Background: an optimization exercise with open tools, aiming at small area, a short achievable clock period and few clock cycles per item. Do not read the settings as production practice. Function was checked by simulation only, so behaviour that the tests miss may differ from the original.

## the previous run
==> module regional_max, before the edit <==
module regional_max
#(
    parameter int M            = eda_regional_max_pkg::DEF_M,
    parameter int N            = eda_regional_max_pkg::DEF_N,
    parameter int PIXEL_WIDTH  = eda_regional_max_pkg::DEF_PIXEL_WIDTH,
    parameter int WINDOW_WIDTH = eda_regional_max_pkg::DEF_WINDOW_WIDTH,
    parameter int I_WIDTH      = eda_regional_max_pkg::DEF_I_WIDTH,
    parameter int J_WIDTH      = eda_regional_max_pkg::DEF_J_WIDTH,
    parameter int ADDR_WIDTH   = I_WIDTH + J_WIDTH
) (
    input  logic                   clk,
    input  logic                   reset_n,
    input  logic [PIXEL_WIDTH-1:0] pixel_in,
    input  logic [ADDR_WIDTH-1:0]  rd_addr,
    input  logic                   start,
    input  logic [ADDR_WIDTH-1:0]  wr_addr,
    input  logic                   write_en,
    output logic                   done,
    output logic [M*N-1:0]        matrix_output
);
    localparam int P  = M * N;
    logic unused_rd_addr;
    assign unused_rd_addr = ^rd_addr;
    logic          busy_q;      
    logic          cmp_q;       
    logic          itr_q;       
    logic          done_q;
    logic          changed;     
    logic [PIXEL_WIDTH-1:0] img_q [P];
    logic [PIXEL_WIDTH-1:0] bsel_q;   
    logic [P-1:0]           bp;       
    logic [M-1:0] wr_row;
    logic [N-1:0] wr_col;
    for (genvar r = 0; r < M; r++) begin : g_wr_row
        assign wr_row[r] = write_en & ~busy_q & (wr_addr[ADDR_WIDTH-1:J_WIDTH] == I_WIDTH'(r));
    end
    for (genvar c = 0; c < N; c++) begin : g_wr_col
        assign wr_col[c] = (wr_addr[J_WIDTH-1:0] == J_WIDTH'(c));
    end
    for (genvar p = 0; p < P; p++) begin : g_img
        localparam int R = p / N;
        localparam int C = p % N;
        always_ff @(posedge clk) begin
            if (wr_row[R] & wr_col[C]) img_q[p] <= pixel_in;
        end
        assign bp[p] = |(img_q[p] & bsel_q);
    end
    logic [P-1:0] flag_q;    
    logic [P-1:0] snd;       
    logic [P-1:0] clr;       
    assign snd = bp | ({P{itr_q | bsel_q[0]}} & ~flag_q);
    logic finish;
    assign finish = itr_q & ~changed;
    assign rearm = (~busy_q & ~start) | finish;
    function automatic int dr(input int d);
        case (d)
            0, 1, 7: dr = -1;
            3, 4, 5: dr = 1;
            default: dr = 0;
        endcase
    endfunction
    function automatic int dc(input int d);
        case (d)
            1, 2, 3: dc = 1;
            5, 6, 7: dc = -1;
            default: dc = 0;
        endcase
    endfunction
    for (genvar p = 0; p < P; p++) begin : g_pix
        localparam int R = p / N;
        localparam int C = p % N;
        logic [7:0] nb_eq;    
        logic [7:0] nb_hit;   
        for (genvar d = 0; d < 8; d++) begin : g_dir
            localparam int RR = R + dr(d);
            localparam int CC = C + dc(d);
            localparam bit V  = (RR >= 0) && (RR < M) && (CC >= 0) && (CC < N);
            localparam int Q  = V ? RR * N + CC : 0;
            if (V && d >= 2 && d <= 5) begin : g_own
                logic e_eq;
                regional_max_window u_edge (
                    .clk    (clk),
                    .rearm_i(rearm),
                    .a_i    (bp[p]),
                    .b_i    (bp[Q]),
                    .eq_o   (e_eq)
                );
                assign nb_eq[d] = e_eq;
            end else if (V) begin : g_peer
                assign nb_eq[d] = g_pix[Q].g_dir[(d + 4) % 8].g_own.e_eq;
            end else begin : g_none
                assign nb_eq[d] = 1'b0;
            end
            if (V) begin : g_s
                assign nb_hit[d] = nb_eq[d] & snd[Q];
            end else begin : g_ns
                assign nb_hit[d] = 1'b0;
            end
        end
        assign clr[p] = ~bp[p] & (|nb_hit);
    end
    logic [M-1:0] chg_q;
    for (genvar r = 0; r < M; r++) begin : g_chg
        always_ff @(posedge clk) chg_q[r] <= (|(flag_q[r*N +: N] & clr[r*N +: N])) | cmp_q;
    end
    assign changed = |chg_q;
    localparam logic [PIXEL_WIDTH-1:0] MSB = {1'b1, {(PIXEL_WIDTH-1){1'b0}}};
    always_ff @(posedge clk) begin
        if (!reset_n) begin
            busy_q  <= 1'b0;
            cmp_q   <= 1'b0;
            itr_q   <= 1'b0;
            bsel_q  <= MSB;
            done_q  <= 1'b0;
            flag_q  <= '0;
        end else begin
            done_q  <= 1'b0;
            if (!busy_q) begin
                if (start) begin
                    busy_q  <= 1'b1;
                    cmp_q   <= 1'b1;
                    flag_q  <= ~clr;
                    bsel_q  <= bsel_q >> 1;
                end
            end else if (cmp_q) begin
                bsel_q <= bsel_q >> 1;
                flag_q <= flag_q & ~clr;
                if (bsel_q[0]) begin
                    cmp_q  <= 1'b0;
                    itr_q  <= 1'b1;
                end
            end else if (itr_q) begin
                flag_q <= flag_q & ~clr;
                if (finish) begin
                    itr_q  <= 1'b0;
                    busy_q <= 1'b0;
                    done_q <= 1'b1;
                    bsel_q <= MSB;
                end
            end
        end
    end
    assign done          = done_q;
    assign matrix_output = flag_q;
endmodule
Settings: LEC_CHECK=0, ABC_CLOCK_PERIOD_IN_PS=3000, CAP_MARGIN=20, CORE_MARGIN=2, CORE_UTILIZATION=60, CTS_CLUSTER_DIAMETER=150, CTS_CLUSTER_SIZE=30, SLEW_MARGIN=20; clock period 9.0 ns.
standard.sh (not shown) runs the stock make flow with config.mk's settings and CLKGATE_MAP_FILE= SYNTH_SCRIPT=/design/flow/synth_recipe.tcl, a recipe that flattens the netlist after the stock synthesis.
==> flow/flow/run.sh <==
#!/bin/bash
# Standard layout, with timing repair aiming 6 ns above the 9 ns clock's
# requirement (i.e. for a 3 ns period), to find the shortest period the design
# reaches. The clock and constraints are the design's, unchanged.
set -euo pipefail
export SETUP_SLACK_MARGIN=6.0
bash standard.sh finish > standard_flow.log 2>&1
Testbench counts of the previous run, summed over its fixed seeds: cycles 38,048, images 512.
Inputs modified between the previous run and the current run:
--- a/flow/design.v
+++ b/flow/design.v
@@ -45,35 +45,28 @@
     logic          itr_q;       
     logic          done_q;
     logic          changed;     
     logic [PIXEL_WIDTH-1:0] img_q [P];
     logic [PIXEL_WIDTH-1:0] bsel_q;   
     logic [P-1:0]           bp;       
-    logic [M-1:0] wr_row;
-    logic [N-1:0] wr_col;
-    for (genvar r = 0; r < M; r++) begin : g_wr_row
-        assign wr_row[r] = write_en & ~busy_q & (wr_addr[ADDR_WIDTH-1:J_WIDTH] == I_WIDTH'(r));
-    end
-    for (genvar c = 0; c < N; c++) begin : g_wr_col
-        assign wr_col[c] = (wr_addr[J_WIDTH-1:0] == J_WIDTH'(c));
-    end
     for (genvar p = 0; p < P; p++) begin : g_img
         localparam int R = p / N;
         localparam int C = p % N;
         always_ff @(posedge clk) begin
-            if (wr_row[R] & wr_col[C]) img_q[p] <= pixel_in;
+            if (write_en && !busy_q && wr_addr[ADDR_WIDTH-1:J_WIDTH] == I_WIDTH'(R) &&
+                wr_addr[J_WIDTH-1:0] == J_WIDTH'(C))
+                img_q[p] <= pixel_in;
         end
         assign bp[p] = |(img_q[p] & bsel_q);
     end
     logic [P-1:0] flag_q;    
     logic [P-1:0] snd;       
     logic [P-1:0] clr;       
-    assign snd = bp | ({P{itr_q | bsel_q[0]}} & ~flag_q);
-    logic finish;
-    assign finish = itr_q & ~changed;
-    assign rearm = (~busy_q & ~start) | finish;
+    assign snd = bp | ({P{itr_q}} & ~flag_q);
+    logic rearm;
+    assign rearm = ~busy_q & ~(start & ~done_q);
     function automatic int dr(input int d);
         case (d)
             0, 1, 7: dr = -1;
             3, 4, 5: dr = 1;
             default: dr = 0;
         endcase
@@ -135,25 +128,29 @@
         end else begin
             done_q  <= 1'b0;
             if (!busy_q) begin
                 if (start) begin
                     busy_q  <= 1'b1;
                     cmp_q   <= 1'b1;
-                    flag_q  <= ~clr;
-                    bsel_q  <= bsel_q >> 1;
+                    if (done_q) begin
+                        flag_q <= '1;
+                    end else begin
+                        flag_q <= ~clr;
+                        bsel_q <= bsel_q >> 1;
+                    end
                 end
             end else if (cmp_q) begin
                 bsel_q <= bsel_q >> 1;
                 flag_q <= flag_q & ~clr;
                 if (bsel_q[0]) begin
                     cmp_q  <= 1'b0;
                     itr_q  <= 1'b1;
                 end
             end else if (itr_q) begin
                 flag_q <= flag_q & ~clr;
-                if (finish) begin
+                if (!changed) begin
                     itr_q  <= 1'b0;
                     busy_q <= 1'b0;
                     done_q <= 1'b1;
                     bsel_q <= MSB;
                 end
             end
Notes after the runs:
- The previous run and the current run ended up with nearly the same CTS clock-pin slew for the worst setup and hold paths.
- On area taken by flip-flops and latches, the current run tracks the previous run almost exactly.
- met1 layer wirelength in the final routing on the current run is down relative to the previous run.
- Non-clock buffer share of cell area: the current run vs the previous run down 0.72 points
- The current run gives less area overhead of the layout relative to synthesis than the previous run did.
- Looking at synthesized cell count, the current run sits 176 below the previous run.
- The lower number of nets in the layout came out of the current run.
- Final worst-path setup slack came out lower on the current run than on the previous run.
- Across both runs, required time of the worst setup path was lower for the current run than for the previous run.
Testbench counts of the current run, summed over its fixed seeds: cycles 38,141, images 512.

==> afterwards: timing with drivers on the ports <==
The flow's constraints put no driver on any port. The routed layouts listed below were extracted and timed again, unchanged, in two steps.
Step 1 (the two cells are an assumption about what drives the block):
set clk [get_ports {clk}]
set_driving_cell -lib_cell sky130_fd_sc_hd__clkbuf_16 $clk
set_driving_cell -lib_cell sky130_fd_sc_hd__buf_2 [delete_from_list [all_inputs] $clk]
Step 2 moves the port delays by t, midway between the first and last clock arrival at a register: inputs arrive t later, outputs are due t later. That takes back most of the time a late clock gives input paths.
Slacks: no drivers / after step 1 / after step 2; pairs: no drivers / after step 1.
run	t (ns)	setup slack, ns	worst register clock-pin slew, ns
the previous run	0.722	5.972 / 5.958 / 5.356	0.12 / 0.12
the current run	0.698	5.966 / 5.964 / 5.301	0.12 / 0.12
After both steps setup and hold are still met in every run listed. For the current run, which loses most, drivers alone change the setup slack by -0.002 ns; drivers and shift together by -0.665 ns.
